Background: an optimization exercise with open tools, aiming at small area. Do not read the settings as production practice. In this exercise RTL edits were held to simulation tests only and were not proved equivalent to the original. Power and IR drop assume default switching activity.

JK:
==> flow/design.v <==
`default_nettype none
package hdc_pkg;
  localparam int unsigned HV_DIM     = 128;
  localparam int unsigned IM_ADDR_W  = 10;
  localparam int unsigned SET_W      = 3;
  localparam int unsigned INDEX_W    = 7;
  localparam int unsigned SEED_W     = 32;
  localparam int unsigned NUM_SETS   = 8;
  localparam int unsigned BUND_CNT_W = 8;
  localparam logic [SEED_W-1:0] CIM_BASE_SEED = 32'd621635317;
  localparam logic [NUM_SETS*SEED_W-1:0] ORTHO_SEEDS = {
    32'd2535149661,
    32'd2525737372,
    32'd4032445525,
    32'd811160829,
    32'd2850820469,
    32'd3074702788,
    32'd2391206478,
    32'd1103779247
  };
endpackage
module hdc_nor2  (input wire a, input wire b, output wire y);                  assign y = ~(a | b);              endmodule
module hdc_and2  (input wire a, input wire b, output wire y);                  assign y = a & b;                 endmodule
module hdc_xor2  (input wire a, input wire b, output wire y);                  assign y = a ^ b;                 endmodule
module hdc_xnor2 (input wire a, input wire b, output wire y);                  assign y = ~(a ^ b);              endmodule
module hdc_o21ai (input wire a1, input wire a2, input wire b1, output wire y); assign y = ~((a1 | a2) & b1);     endmodule
module hdc_o21a  (input wire a1, input wire a2, input wire b1, output wire y); assign y = (a1 | a2) & b1;        endmodule
module hdc_mux2i (input wire a0, input wire a1, input wire s, output wire y);  assign y = ~(s ? a1 : a0);         endmodule
`default_nettype wire
`default_nettype none
module item_mem_port (
  input  logic        cim_i,
  input  logic [2:0]  set_i,
  input  logic [4:0]  rot_i,      
  output logic [31:0] nrot_o
);
  logic [31:0] seed;
  logic [4:0]  sel;
  logic [31:0] st [6];
  assign seed  = (cim_i ? hdc_pkg::CIM_BASE_SEED
                        : hdc_pkg::ORTHO_SEEDS[set_i*32 +: 32]);
  assign sel   = rot_i & {5{~cim_i}};
  assign st[0] = seed;
  for (genvar k = 0; k < 5; k++) begin : g_stage
    for (genvar j = 0; j < 32; j++) begin : g_bit
      hdc_mux2i u_mux (
        .a0 ( st[k][j]                   ),
        .a1 ( st[k][(j + 32 - (1 << k)) % 32] ),
        .s  ( sel[k]                     ),
        .y  ( st[k+1][j]                 )
      );
    end
  end
  assign nrot_o = st[5];
endmodule
`default_nettype wire
`default_nettype none
module hv_bundler (
  input  logic         clk_i,
  input  logic         arst_n_i,
  input  logic         valid_i,
  input  logic         last_i,
  input  logic [127:0] e_i,        
  output logic         par_o,      
  output logic [127:0] qhv_o,
  output logic         qhv_valid_o
);
  logic start_q;
  logic par_q;
  logic qhv_valid_q;
  logic [127:0][7:0] x_q;
  logic [127:0][7:0] x_d;
  always_ff @(posedge clk_i or negedge arst_n_i) begin
    if (!arst_n_i) begin
      start_q     <= 1'b1;
      par_q       <= 1'b0;
      qhv_valid_q <= 1'b0;
    end else begin
      qhv_valid_q <= valid_i & last_i;
      if (valid_i) begin
        start_q <= last_i;
        par_q   <= ~par_o;
      end
    end
  end
  assign par_o = par_q & ~start_q;
  logic nvalid, nstart;
  assign nvalid = ~valid_i;
  assign nstart = ~start_q;
  for (genvar i = 0; i < 128; i++) begin : g_pos
    logic [7:0] t;     
    logic [6:0] nm, u;
    logic       m7;
    assign t[0] = e_i[i];
    for (genvar k = 0; k < 7; k++) begin : g_bit
      hdc_nor2 u_nm (.a(x_q[i][k]), .b(start_q), .y(nm[k]));
      if (k % 2 == 0) begin : g_even
        hdc_nor2  u_u (.a(nvalid), .b(t[k]), .y(u[k]));
        hdc_o21ai u_t (.a1(x_q[i][k]), .a2(start_q), .b1(t[k]), .y(t[k+1]));
      end else begin : g_odd
        hdc_and2  u_u (.a(valid_i), .b(t[k]), .y(u[k]));
        hdc_nor2  u_t (.a(t[k]), .b(nm[k]), .y(t[k+1]));
      end
      hdc_xnor2 u_d (.a(nm[k]), .b(u[k]), .y(x_d[i][k]));
    end
    hdc_and2  u_m7 (.a(x_q[i][7]), .b(nstart), .y(m7));
    hdc_xnor2 u_d7 (.a(m7), .b(t[7]), .y(x_d[i][7]));
    assign qhv_o[i] = x_q[i][7];
  end
  always_ff @(posedge clk_i) begin
    x_q <= x_d;
  end
  assign qhv_valid_o = qhv_valid_q;
endmodule
`default_nettype wire
`default_nettype none
module hdc_encoder_top (
  input  logic              clk_i,
  input  logic              arst_n_i,
  input  logic              req_valid_i,
  input  logic              req_last_i,
  input  logic              req_cim_a_i,
  input  logic              req_cim_b_i,
  input  logic [9:0]        req_addr_a_i,
  input  logic [9:0]        req_addr_b_i,
  output logic [127:0]      qhv_o,
  output logic              qhv_valid_o
);
  logic       valid_q;
  logic       last_q;
  logic       cim_a_q, cim_b_q;
  logic [2:0] set_a_q, set_b_q;
  logic [4:0] rot_a_q, rot_b_q;
  logic [6:0] lo_q, hi_q;
  logic [6:0] flip_a, flip_b, lo_d, hi_d;
  assign flip_a = req_cim_a_i ? req_addr_a_i[9:3] : 7'd0;
  assign flip_b = req_cim_b_i ? req_addr_b_i[9:3] : 7'd0;
  assign lo_d   = (flip_a < flip_b) ? flip_a : flip_b;
  assign hi_d   = (flip_a < flip_b) ? flip_b : flip_a;
  always_ff @(posedge clk_i or negedge arst_n_i) begin
    if (!arst_n_i) begin
      valid_q <= 1'b0;
    end else begin
      valid_q <= req_valid_i;
    end
  end
  always_ff @(posedge clk_i) begin
    last_q  <= req_last_i;
    cim_a_q <= req_cim_a_i;
    cim_b_q <= req_cim_b_i;
    set_a_q <= req_addr_a_i[9:7];
    set_b_q <= req_addr_b_i[9:7];
    rot_a_q <= req_addr_a_i[4:0];
    rot_b_q <= req_addr_b_i[4:0];
    lo_q    <= lo_d;
    hi_q    <= hi_d;
  end
  logic         par, nvalid;
  logic [31:0]  nrot_a, nrot_b, per_x, per_p, per;
  logic [6:0]   lo, hi;
  assign nvalid = ~valid_q;
  item_mem_port u_im_a (.cim_i(cim_a_q), .set_i(set_a_q), .rot_i(rot_a_q), .nrot_o(nrot_a));
  item_mem_port u_im_b (.cim_i(cim_b_q), .set_i(set_b_q), .rot_i(rot_b_q), .nrot_o(nrot_b));
  for (genvar j = 0; j < 32; j++) begin : g_per
    hdc_xnor2 u_x (.a(nrot_a[j]), .b(nrot_b[j]), .y(per_x[j]));
    hdc_xor2  u_p (.a(per_x[j]), .b(par), .y(per_p[j]));
    hdc_nor2  u_v (.a(nvalid), .b(per_p[j]), .y(per[j]));
  end
  assign lo = lo_q;
  assign hi = hi_q;
  logic [7:0]  lo_gln, lo_gen, hi_gln, hi_gen;
  logic [15:0] lo_lln, hi_lln;
  always_comb begin
    for (int v = 0; v < 8; v++) begin
      lo_gln[v] = ~(v < lo[6:4]);
      lo_gen[v] = ~(v == lo[6:4]);
      hi_gln[v] = ~((v < hi[6:4]) & valid_q);
      hi_gen[v] = ~((v == hi[6:4]) & valid_q);
    end
    for (int v = 0; v < 16; v++) begin
      lo_lln[v] = ~(v < lo[3:0]);
      hi_lln[v] = ~(v < hi[3:0]);
    end
  end
  logic [127:0] lt_lo, nlt_hi, band, e;
  for (genvar i = 0; i < 128; i++) begin : g_bind
    if (i % 16 == 15) begin : g_top
      assign lt_lo[i]  = ~lo_gln[i/16];
      assign nlt_hi[i] = hi_gln[i/16];
    end else begin : g_mid
      hdc_o21ai u_lo (.a1(lo_gen[i/16]), .a2(lo_lln[i%16]), .b1(lo_gln[i/16]), .y(lt_lo[i]));
      hdc_o21a  u_hi (.a1(hi_gen[i/16]), .a2(hi_lln[i%16]), .b1(hi_gln[i/16]), .y(nlt_hi[i]));
    end
    hdc_nor2  u_bd (.a(nlt_hi[i]), .b(lt_lo[i]), .y(band[i]));
    hdc_xor2  u_e  (.a(per[i % 32]), .b(band[i]), .y(e[i]));
  end
  hv_bundler u_bundler (
    .clk_i       ( clk_i       ),
    .arst_n_i    ( arst_n_i    ),
    .valid_i     ( valid_q     ),
    .last_i      ( last_q      ),
    .e_i         ( e           ),
    .par_o       ( par         ),
    .qhv_o       ( qhv_o       ),
    .qhv_valid_o ( qhv_valid_o )
  );
endmodule
`default_nettype wire
Settings: LEC_CHECK=0, ABC_AREA=0, CAP_MARGIN=20, CORE_MARGIN=2, CORE_UTILIZATION=55, CTS_CLUSTER_DIAMETER=100, CTS_CLUSTER_SIZE=25, PLACE_DENSITY=0.7, SLEW_MARGIN=20, SYNTH_HIERARCHICAL=1; clock period 5.0 ns.
run.sh (not shown) runs the stock make flow with config.mk's settings and CLKGATE_MAP_FILE= SYNTH_SCRIPT=/design/flow/synth_recipe.tcl, a recipe that flattens the netlist after the stock synthesis.
### JK -> MS
diff --git a/flow/config.mk b/flow/config.mk
--- a/flow/config.mk
+++ b/flow/config.mk
@@ -9 +9 @@
-export CAP_MARGIN = 20
+export CAP_MARGIN = 0
@@ -12,2 +12,3 @@
-export CTS_CLUSTER_DIAMETER = 100
-export CTS_CLUSTER_SIZE = 25
+export CTS_BUF_LIST = sky130_fd_sc_hd__clkbuf_8
+export CTS_CLUSTER_DIAMETER = 60
+export CTS_CLUSTER_SIZE = 16
@@ -15 +16 @@
-export SLEW_MARGIN = 20
+export SLEW_MARGIN = 0
Results
MS: final area 260 um2 above JK. Summary: routed wire length, MS worse than JK. Share of the cycle needed by the critical path after routing, JK and MS: higher on MS. As far as placement-stage cell area is concerned, MS and JK perform about the same. In MS, actual slew at the worst max-slew pin is higher than in JK.
Modified inputs, AL compared to MS
diff --git a/flow/config.mk b/flow/config.mk
--- a/flow/config.mk
+++ b/flow/config.mk
@@ -12,3 +12,2 @@
-export CTS_BUF_LIST = sky130_fd_sc_hd__clkbuf_8
-export CTS_CLUSTER_DIAMETER = 60
-export CTS_CLUSTER_SIZE = 16
+export CTS_CLUSTER_DIAMETER = 100
+export CTS_CLUSTER_SIZE = 25
### Flow results
- Combinational share of power: AL > MS
- AL vs. MS: wire length went down by 0.60%.
- Taking MS as the reference, in AL post-route clock period utilization now smaller, total power moved down, core utilization down 0.41 points, register-to-register slack up 0.05 ns.


Another version of the RTL of hdc_encoder_top (not shown whole).
Size: about 6400 cells after synthesis, ~1100 flip-flops, about 160 I/O pins, ~0.053 mm² of cells after synthesis.
==> flow/design.v (excerpt) <==
module hdc_encoder_top (
  input  logic              clk_i,
  input  logic              arst_n_i,
  input  logic              req_valid_i,
  input  logic              req_last_i,
  input  logic              req_cim_a_i,
  input  logic              req_cim_b_i,
  input  logic [9:0]        req_addr_a_i,
  input  logic [9:0]        req_addr_b_i,
  output logic [127:0]      qhv_o,
  output logic              qhv_valid_o
);
clock: 5.0 ns
lec_check: 0
abc_area: 0
cap_margin: 0
core_margin: 2
core_utilization: 55
cts_buf_list: sky130_fd_sc_hd__clkbuf_4 sky130_fd_sc_hd__clkbuf_8
cts_cluster_size: 30
place_density: 0.7
slew_margin: 0
synth_hierarchical: 1
==> next run, changes <==
- CORE_UTILIZATION: 55 -> 65
- CTS_BUF_LIST: sky130_fd_sc_hd__clkbuf_4 sky130_fd_sc_hd__clkbuf_8 -> sky130_fd_sc_hd__clkbuf_8
- CTS_CLUSTER_SIZE: 30 -> unset
- GPL_TIMING_DRIVEN: unset -> 0
- PLACE_DENSITY: 0.7 -> 0.8
Effect:
- The changed run went through all stages and came out clean
- worst setup slack degrades by 120 ps
- clock power decreases by roughly a tenth
- via count grows by a few percent
- worst hold slack is better by 23 ps
- routed wire length barely changes
- clock skew is higher by 7.7 ps
- total power is about the same
==> next run, changes <==
- CAP_MARGIN: 0 -> 20
- CORE_UTILIZATION: 65 -> 55
- CTS_BUF_LIST: sky130_fd_sc_hd__clkbuf_8 -> unset
- GPL_TIMING_DRIVEN: 0 -> unset
- PLACE_DENSITY: 0.8 -> 0.7
- SLEW_MARGIN: 0 -> 20
Effect: Setup slack gets better by 180 ps. Via count went down by 3.1%. Register-to-register slack gets better by 180 ps.

-- afterwards: timing with drivers on the ports --
The flow's constraints put no driver on any port. The routed layouts listed below were extracted and timed again, unchanged, in two steps. Step 1: set_driving_cell puts a clkbuf_16 on clk_i and a buf_2 on each other input, an assumption about the parent block. Step 2 times the ports against the registers' clock, not the clock port: input delays grow and output delays shrink by t, the midpoint of the rising clock arrivals with the driver on. a / b / c = ideal ports / drivers / drivers and shift; a / b = the first two.
| run | t, ns | slack for setup (ns) | worst hold slack (ns) | worst setup path at the end | worst register clock-pin slew, ns |
|---|---|---|---|---|---|
| JK | 0.713 | 0.353 / 0.353 / 0.353 | 0.478 / 0.478 / 0.478 | register to register | 0.10 / 0.10 |
| MS | 0.839 | 0.320 / 0.320 / 0.320 | 0.411 / 0.365 / 0.484 | register to register | 0.11 / 0.11 |
| AL | 0.730 | 0.367 / 0.367 / 0.367 | 0.485 / 0.485 / 0.485 | register to register | 0.10 / 0.10 |
| the first run of note 2 | 0.916 | 0.242 / 0.242 / 0.242 | 0.367 / 0.321 / 0.479 | register to register | 0.08 / 0.08 |
| the second run of note 2 | 0.903 | 0.121 / 0.121 / 0.121 | 0.390 / 0.348 / 0.486 | register to register | 0.07 / 0.07 |
| the third run of note 2 | 0.755 | 0.299 / 0.299 / 0.299 | 0.477 / 0.469 / 0.477 | register to register | 0.07 / 0.07 |
After both steps every run listed still meets setup and hold.
